Source: an optimization exercise on an open RTL-to-GDS flow (aim: small area and few clock cycles per item). Production flows keep margins and buffers that such runs may drop. Only simulation tests tie the RTL to the original design; equivalence was not proved.

== run 2 ==
## delta_top
module delta_top (
    input  logic   clk,
    input  logic   rst,
    input  logic   in_valid,
    input  delta_pkg::coeff_t in_coeff,
    output logic   in_ready,
    output logic   out_valid,
    output delta_pkg::delta_t out_delta,
    input  logic   out_ready
);
Size in the first run: roughly 1300 cells after synthesis, about 40 I/O pins, about 22000 um^2 of cells after synthesis.
export LEC_CHECK = 0
export CAP_MARGIN = 20
export CORE_MARGIN = 2
export CORE_UTILIZATION = 55
export PLACE_DENSITY = 0.65
export SLEW_MARGIN = 20
create_clock -name core_clock -period 7.0 [get_ports {clk}]
standard.sh (not shown) runs the stock make flow with config.mk's settings and CLKGATE_MAP_FILE= SYNTH_SCRIPT=/design/flow/synth_recipe.tcl, a recipe that flattens the netlist after the stock synthesis.
==> flow/flow/run.sh <==
#!/bin/bash
# The standard layout (the standard.sh, standard synthesis unchanged) with
# two make variables changed and one netlist step added:
#  - port buffers use buf_1 instead of the cell buffer_ports picks by itself
#  - the clock tree is built without dummy loads, in clusters of up to 20 sinks
#  - after synthesis, flow/polarity.py flips some full-adder cells (a full adder
#    is self-dual) and rebuilds some half adders so that fewer inverters are
#    needed; registers, ports and
#    all other cells stay as synthesis made them
set -euo pipefail
ARGS=(
  BUFFER_PORTS_ARGS="-buffer_cell sky130_fd_sc_hd__buf_1"
  CTS_ARGS="-sink_clustering_enable -repair_clock_nets -sink_clustering_size 20 -sink_clustering_max_diameter 55 -buf_list sky130_fd_sc_hd__clkbuf_8 -dont_use_dummy_load"
)
RES="$PWD/orfs/results/${FLOW_PLATFORM}/delta_top/base"
bash standard.sh "${ARGS[@]}" "$RES/1_2_yosys.v" > synth.log 2>&1
cp "$RES/1_2_yosys.v" "$RES/1_2_yosys.std.v"
python3 flow/polarity.py "$RES/1_2_yosys.std.v" "$RES/1_2_yosys.v" > polarity.log 2>&1
bash standard.sh "${ARGS[@]}" finish > standard.log 2>&1
Other scripts of this flow, unchanged in this note and not shown: flow/flow/polarity.py
Run 2: full flow OK, the timing, design-rule and antenna checks passed
Testbench counts of run 2, summed over its fixed seeds: cycles 5,000, deltas 4,784.
## Diff of input files: run 5 against run 2
- changing CORE_UTILIZATION from 55 to 65
- setting CTS_CLUSTER_DIAMETER to 50 for the first time
- changing PLACE_DENSITY from 0.65 to 0.75
- setting CTS_BUF_LIST to sky130_fd_sc_hd__clkbuf_8 for the first time
- setting CTS_CLUSTER_SIZE to 16 for the first time
Results
- Run 5 reached the final stage; the timing, design-rule and antenna checks on its layout passed.
- The worst setup slack in run 5 was lower than what run 2 gave.
- Run 5 vs run 2: routed length per instance up by a few percent
- Diff run 2..run 5 | insertion delay of the later-clocked pin in the worst-skew pair | negligible
- Delta (run 5 minus run 2): non-clock buffer count now smaller; minimum clock period climbed 0.012 ns; effective utilization at floorplan +9.3 points; worst-path maximum fanout now larger; delay contributed by the slowest stage of the critical path moved up.

09-21:
The RTL this note starts from:
==> flow/design.v <==
`timescale 1ns/1ps
package delta_pkg;
    localparam int NUM_COEFFS  = 13;      
    localparam int WINDOW_LEN  = 5;       
    localparam int HIST_FRAMES = 4;       
    localparam int RING_LEN    = HIST_FRAMES * NUM_COEFFS;
    localparam int TENTH_RECIP = 6554;    
    localparam int TENTH_SHIFT = 16;
    localparam int COEFF_W = 16;
    typedef logic signed [15:0] coeff_t;    
    typedef logic signed [18:0] num_t;      
    typedef logic signed [34:0] prod_t;     
    typedef logic signed [17:0] delta_t;    
endpackage
`timescale 1ns/1ps
module delta_datapath (
    input  logic signed [18:0] num,
    output logic signed [15:0] delta    
);
    logic signed [20:0] num3;
    logic signed [31:0] prod;
    assign num3  = 21'(num) + (21'(num) <<< 1);
    assign prod  = (32'(num3) <<< 2) + (32'(num3) <<< 6) + (32'(num3) <<< 10) + 32'(num);
    assign delta = prod[15 +: 16];
endmodule
`timescale 1ns/1ps
module delta_top (
    input  logic   clk,
    input  logic   rst,
    input  logic   in_valid,
    input  delta_pkg::coeff_t in_coeff,
    output logic   in_ready,
    output logic   out_valid,
    output delta_pkg::delta_t out_delta,
    input  logic   out_ready
);
    localparam int NC = delta_pkg::NUM_COEFFS;
    localparam int RL = delta_pkg::RING_LEN;
    localparam int CW = delta_pkg::COEFF_W;
    logic [RL*CW-1:0] ring;          
    logic [5:0]       phase;         
    logic [3:0]       coeff_idx;     
    logic [1:0]       frame_cnt;     
    logic             stall;
    logic             take;
    logic signed [15:0] c_f1, c_f3, c_f4;
    logic signed [18:0] num_d;
    logic signed [18:0] num_q;
    logic               num_valid;
    logic signed [15:0] delta_d;
    logic signed [15:0] delta_q;
    assign stall    = out_valid && !out_ready;
    assign in_ready = (phase == 6'd0) && !stall;
    assign take     = in_valid && in_ready;
    assign c_f1  = ring[12*CW +: CW];
    assign c_f3  = ring[38*CW +: CW];
    assign c_f4  = ring[51*CW +: CW];
    assign num_d = 19'({~in_coeff[15], in_coeff[14:0]}) * 19'd2
                 + 19'({~c_f1[15], c_f1[14:0]})
                 + 19'({c_f3[15], ~c_f3[14:0]})
                 + 19'({c_f4[15], ~c_f4[14:0]}) * 19'd2
                 + 19'd327683;
    delta_datapath delta_datapath_inst (
        .num   (num_q),
        .delta (delta_d)
    );
    always_ff @(posedge clk) begin
        ring[CW +: (RL-1)*CW] <= ring[0 +: (RL-1)*CW];
        ring[0 +: CW]         <= take ? in_coeff : ring[(RL-1)*CW +: CW];
        if (take && frame_cnt == 2'd0) begin
            ring[1*NC*CW +: CW] <= in_coeff;
            ring[2*NC*CW +: CW] <= in_coeff;
        end
    end
    always_ff @(posedge clk) begin
        if (rst) begin
            phase     <= '0;
            coeff_idx <= '0;
            frame_cnt <= '0;
            num_valid <= 1'b0;
            out_valid <= 1'b0;
        end else begin
            if (!take) begin
                phase <= (phase == 6'(RL-1)) ? 6'd0 : phase + 6'd1;
            end
            if (take) begin
                if (coeff_idx == 4'(NC-1)) begin
                    coeff_idx <= '0;
                    if (frame_cnt != 2'd2) frame_cnt <= frame_cnt + 2'd1;
                end else begin
                    coeff_idx <= coeff_idx + 4'd1;
                end
            end
            if (!stall) begin
                num_valid <= take && (frame_cnt == 2'd2);
                out_valid <= num_valid;
            end
        end
    end
    always_ff @(posedge clk) begin
        if (take)   num_q   <= num_d;
        if (!stall) delta_q <= delta_d;
    end
    assign out_delta = {{2{delta_q[15]}}, delta_q};
endmodule
==> flow/config.mk <==
export PLATFORM = sky130hd
export DESIGN_NAME = delta_top
export DESIGN_NICKNAME = delta_top
export VERILOG_FILES = /design/flow/design.v
export SDC_FILE = /design/flow/constraint.sdc
export NUM_CORES = 4
export LEC_CHECK = 0
export CAP_MARGIN = 20
export CORE_MARGIN = 2
export CORE_UTILIZATION = 65
export CTS_BUF_LIST = sky130_fd_sc_hd__clkbuf_8
export CTS_CLUSTER_DIAMETER = 50
export CTS_CLUSTER_SIZE = 16
export PLACE_DENSITY = 0.75
export SLEW_MARGIN = 20
==> flow/constraint.sdc <==
create_clock -name core_clock -period 7.0 [get_ports {clk}]
set_input_delay 1.4000 -clock core_clock [delete_from_list [all_inputs] [get_ports {clk}]]
set_output_delay 1.4000 -clock core_clock [all_outputs]
set_load 0.01 [all_outputs]
==> flow/flow/run.sh <==
#!/bin/bash
# The standard layout (the standard.sh, standard synthesis unchanged) with
# three make variables changed:
#  - port buffers use buf_2 instead of the cell buffer_ports picks by itself
#  - the clock tree is built without dummy loads
#  - power recovery after global routing (downsizes cells that have slack)
set -euo pipefail
bash standard.sh \
  BUFFER_PORTS_ARGS="-buffer_cell sky130_fd_sc_hd__buf_2" \
  CTS_ARGS="-sink_clustering_enable -repair_clock_nets -sink_clustering_size 16 -sink_clustering_max_diameter 50 -buf_list sky130_fd_sc_hd__clkbuf_8 -dont_use_dummy_load" \
  RECOVER_POWER=100 \
  finish > standard.log 2>&1
09-21 -> stages 100% | layout checks FAIL | max-capacitance violations, max-slew violations
Testbench counts of 09-21, summed over its fixed seeds: cycles 5,008, deltas 4,784.
The following lists how 02-23 was set up differently from 09-21:
-- flow/flow/run.sh --
<<< 09-21, line 4
#  - port buffers use buf_2 instead of the cell buffer_ports picks by itself
>>> 02-23, line 4
#  - port buffers use buf_1 instead of the cell buffer_ports picks by itself
<<< 09-21, line 6
#  - power recovery after global routing (downsizes cells that have slack)
>>> 02-23, line 6

<<< 09-21, line 9
  BUFFER_PORTS_ARGS="-buffer_cell sky130_fd_sc_hd__buf_2" \
>>> 02-23, line 9
  BUFFER_PORTS_ARGS="-buffer_cell sky130_fd_sc_hd__buf_1" \
<<< 09-21, line 11
  RECOVER_POWER=100 \
>>> 02-23, line 11
--- outcome ---
02-23 ends up with lower depth of the critical timing path with buffers and inverters included than 09-21 does.
Looking at hold slack, 02-23 sits 27 ps higher than 09-21 does.
Cmp 02-23 vs 09-21: number of maximum-capacitance constraint violations lower in 02-23
02-23 completed; timing, DRC and antenna clean
Cmp 02-23 vs 09-21: period utilization lower in 02-23
Share of cells above drive strength 1 in 02-23 vs 09-21: down 0.35 points

[what the ideal ports hide]
Ports are ideal in the flow. The routed layouts listed here were re-timed in OpenROAD.
Step 1: set_driving_cell puts a clkbuf_16 on clk and a buf_2 on each other input, an assumption about the parent block.
Step 2 moves the port delays by t, midway between the first and last clock arrival at a register: inputs arrive t later, outputs are due t later. That takes back most of the time a late clock gives input paths.
a / b / c = ideal / step 1 / step 2; a / b = the first two.
| run | shift t [ns] | slack for setup (ns) | worst hold slack (ns) | worst data-port slew with drivers (ns) |
|---|---|---|---|---|
| run 2 | 0.656 | 0.396 / 0.347 / 0.205 | 0.281 / 0.281 / 0.281 | 0.09 |
| run 5 | 0.662 | 0.384 / 0.337 / 0.247 | 0.254 / 0.254 / 0.254 | 0.05 |
| 09-21 | 0.641 | 1.004 / 1.004 / 0.397 | 0.271 / 0.271 / 0.271 | 0.05 |
| 02-23 | 0.651 | 1.184 / 1.184 / 1.184 | 0.298 / 0.298 / 0.298 | 0.08 |
The setup slack of 09-21, which loses most, moves by 0.000 ns with the drivers and by -0.607 ns with both steps.
